Source: an optimization exercise on an open RTL-to-GDS flow (aim: small area, a short achievable clock period and few clock cycles per item). Production flows keep margins and buffers that such runs may drop.
The RTL was checked by simulation tests, not by an equivalence proof against the original design.

Setup of exp/ember:
## rgb_luma_range_compress_top
module rgb_luma_range_compress_top (
  input  wire logic        clk,
  input  wire logic        rst_n,
  input  wire logic        in_tvalid,
  output logic             in_tready,
  input  wire logic [23:0] in_tdata,
  output logic             out_tvalid,
  input  wire logic        out_tready,
  output logic [23:0]      out_tdata
);
Size: ~990 cells after synthesis, roughly 54 I/O pins.
export LEC_CHECK = 0
export CAP_MARGIN = 20
export CORE_MARGIN = 2
export CORE_UTILIZATION = 40
export SLEW_MARGIN = 20
create_clock -name core_clock -period 7.0 [get_ports {clk}]
standard.sh (not shown) runs the stock make flow with config.mk's settings and CLKGATE_MAP_FILE= SYNTH_SCRIPT=/design/flow/synth_recipe.tcl, a recipe that flattens the netlist after the stock synthesis.
==> flow/flow/run.sh <==
#!/bin/bash
# Own layout flow: the standard ORFS flow (standard.sh) with three synthesis changes.
#  1. Yosys's "synth -run fine:" runs with -noabc, so the full adders that the RTL writes
#     through its function fa() reach extract_fa as written.
#  2. extract_fa only looks at the cells made from fa() (selected by their source line),
#     so the carry-propagate adders and the rest stay plain logic for ABC.
#  3. If flow/abc.script exists, ABC maps the logic with it instead of ORFS's script.
#  4. Half-adder cells are don't-use (dontuse.txt: the platform's list plus
#     sky130_fd_sc_hd__ha_*), so only full adders are extracted.
# Registers, their names and their cell types are those of the standard synthesis.
# make's output goes to make.log here; ORFS writes each step's log under orfs/logs.
set -euo pipefail
W=$PWD
LINE=$(grep -n 'function automatic logic \[1:0\] fa(' design.v | head -1 | cut -d: -f1)
{
  echo 'proc synth {args} {'
  echo '  if {[lsearch -exact $args "fine:"] >= 0} {'
  echo '    yosys synth -nofsm -noshare -noabc {*}$args'
  echo '  } else {'
  echo '    yosys synth -nofsm -noshare {*}$args'
  echo '  }'
  echo '}'
  if [[ -n "$LINE" ]]; then
    echo "proc extract_fa {args} { yosys extract_fa {*}\$args a:src=*design.v:$LINE.* }"
  fi
  if [[ -f flow/abc.script ]]; then
    # ABC runs flow/abc.script in place of the ORFS script (same arguments otherwise)
    echo "proc abc {args} { set i [lsearch -exact \$args -script]; if {\$i >= 0} { lset args [expr {\$i+1}] $W/flow/abc.script }; yosys abc {*}\$args }"
  fi
  tail -n +2 synth_recipe.tcl
} > my_synth.tcl
sed -e "s#SYNTH_SCRIPT=[^ ]*#SYNTH_SCRIPT=$W/my_synth.tcl#" standard.sh > my_standard.sh
DU="$(cat flow/dontuse.txt)"
EXTRA=()
if [[ -f flow/extra.mk ]]; then
  while read -r line; do [[ -n "$line" ]] && EXTRA+=("$line"); done < flow/extra.mk
fi
bash my_standard.sh "DONT_USE_CELLS=$DU" "${EXTRA[@]}" finish > make.log 2>&1
==> flow/flow/extra.mk <==
BUFFER_PORTS_ARGS=-buffer_cell sky130_fd_sc_hd__buf_1
Other scripts of this flow, unchanged in this note and not shown: flow/flow/abc.script, flow/flow/dontuse.txt
Testbench counts of exp/ember, summed over its fixed seeds: cycles 16,032, items 16,000.
Here is what was changed in the inputs of exp/juniper compared with exp/ember.
# exp/ember
export LEC_CHECK = 0
export CAP_MARGIN = 20
export CORE_MARGIN = 2
export CORE_UTILIZATION = 40
export SLEW_MARGIN = 20
create_clock -name core_clock -period 7.0 [get_ports {clk}]
# exp/juniper
export LEC_CHECK = 0
export CAP_MARGIN = 20
export CORE_MARGIN = 2
export CORE_UTILIZATION = 40
export CTS_BUF_LIST = sky130_fd_sc_hd__clkbuf_8 sky130_fd_sc_hd__clkbuf_4
export CTS_CLUSTER_DIAMETER = 80
export CTS_CLUSTER_SIZE = 40
export SLEW_MARGIN = 20
create_clock -name core_clock -period 7.0 [get_ports {clk}]
==> summary.txt <==
On routed length per placed instance, exp/ember and exp/juniper are basically level. exp/ember -> exp/juniper: met3 demand-to-capacity share in global routing flat.
Inputs modified between exp/juniper and exp/fjord:
# exp/juniper
export LEC_CHECK = 0
export CAP_MARGIN = 20
export CORE_MARGIN = 2
export CORE_UTILIZATION = 40
export CTS_BUF_LIST = sky130_fd_sc_hd__clkbuf_8 sky130_fd_sc_hd__clkbuf_4
export CTS_CLUSTER_DIAMETER = 80
export CTS_CLUSTER_SIZE = 40
export SLEW_MARGIN = 20
create_clock -name core_clock -period 7.0 [get_ports {clk}]
# exp/fjord
export LEC_CHECK = 0
export CAP_MARGIN = 20
export CORE_MARGIN = 2
export CORE_UTILIZATION = 40
export GPL_ROUTABILITY_DRIVEN = 0
export SETUP_SLACK_MARGIN = 2.4
export SLEW_MARGIN = 20
create_clock -name core_clock -period 7.0 [get_ports {clk}]
==> comparison <==
- Compared with exp/juniper, exp/fjord shows area added between synthesis and finish higher by 5.7 points.
- Compared with exp/juniper, exp/fjord shows first-pass GRT wire length higher by 4.2%.
- [exp/fjord] fraction of the cycle the final worst path needs fell 5.0 points relative to exp/juniper
- The number of ordinary and repair buffers in the finished layout of exp/fjord is higher than that of exp/juniper.
- Number of nets in the synthesized netlist delta (exp/fjord -> exp/juniper): insignificant
- Taking exp/juniper as the reference, in exp/fjord area of all placed cells without fillers +about 5.4%.
- Global routing met2 resource utilization delta for exp/fjord relative to exp/juniper: 1.5 points higher
- Diff exp/juniper -> exp/fjord: post-route worst setup slack moved up.
- The final cell count of exp/fjord exceeds that of exp/juniper by 68.
Relative to exp/fjord, the following input files were edited for exp/cedar:
# exp/fjord
export LEC_CHECK = 0
export CAP_MARGIN = 20
export CORE_MARGIN = 2
export CORE_UTILIZATION = 40
export GPL_ROUTABILITY_DRIVEN = 0
export SETUP_SLACK_MARGIN = 2.4
export SLEW_MARGIN = 20
create_clock -name core_clock -period 7.0 [get_ports {clk}]
# exp/cedar
export LEC_CHECK = 0
export CAP_MARGIN = 20
export CORE_MARGIN = 2
export CORE_UTILIZATION = 40
export SETUP_SLACK_MARGIN = 2.4
export SLEW_MARGIN = 20
create_clock -name core_clock -period 7.0 [get_ports {clk}]
==> flow/flow/extra.mk <==
BUFFER_PORTS_ARGS=-buffer_cell sky130_fd_sc_hd__buf_1
MATCH_CELL_FOOTPRINT=0
## What came out
Diff exp/fjord..exp/cedar | first-pass GRT wire length | unchanged. In terms of proportion of cell area occupied by registers, exp/fjord and exp/cedar differ only marginally. Re portion of the post-synthesis area used by sequential elements: no difference whatsoever between exp/fjord and exp/cedar.

## static timing again, ports no longer ideal
Ports are ideal in the flow. The routed layouts listed here were re-timed in OpenROAD.
Step 1 (the two cells are an assumption about what drives the block):
set clk [get_ports {clk}]
set_driving_cell -lib_cell sky130_fd_sc_hd__clkbuf_16 $clk
set_driving_cell -lib_cell sky130_fd_sc_hd__buf_2 [delete_from_list [all_inputs] $clk]
Step 2 times the ports against the registers' clock, not the clock port: input delays grow and output delays shrink by t, the midpoint of the rising clock arrivals with the driver on.
a / b / c = no drivers / after step 1 / after step 2; a / b = the first two.
run | t (ns) | setup WS [ns] | worst register clock-pin slew, ns | worst slew at a driven data input, ns | cell pins on the clock port's net
exp/ember | 0.401 | 2.246 / 2.246 / 2.246 | 0.08 / 0.08 | 0.03 | 1
exp/juniper | 0.427 | 2.236 / 2.236 / 2.236 | 0.13 / 0.13 | 0.03 | 1
exp/fjord | 0.392 | 2.588 / 2.588 / 2.588 | 0.08 / 0.08 | 0.03 | 1
exp/cedar | 0.392 | 2.588 / 2.588 / 2.588 | 0.08 / 0.08 | 0.03 | 1
After both steps setup and hold are still met in every run listed.
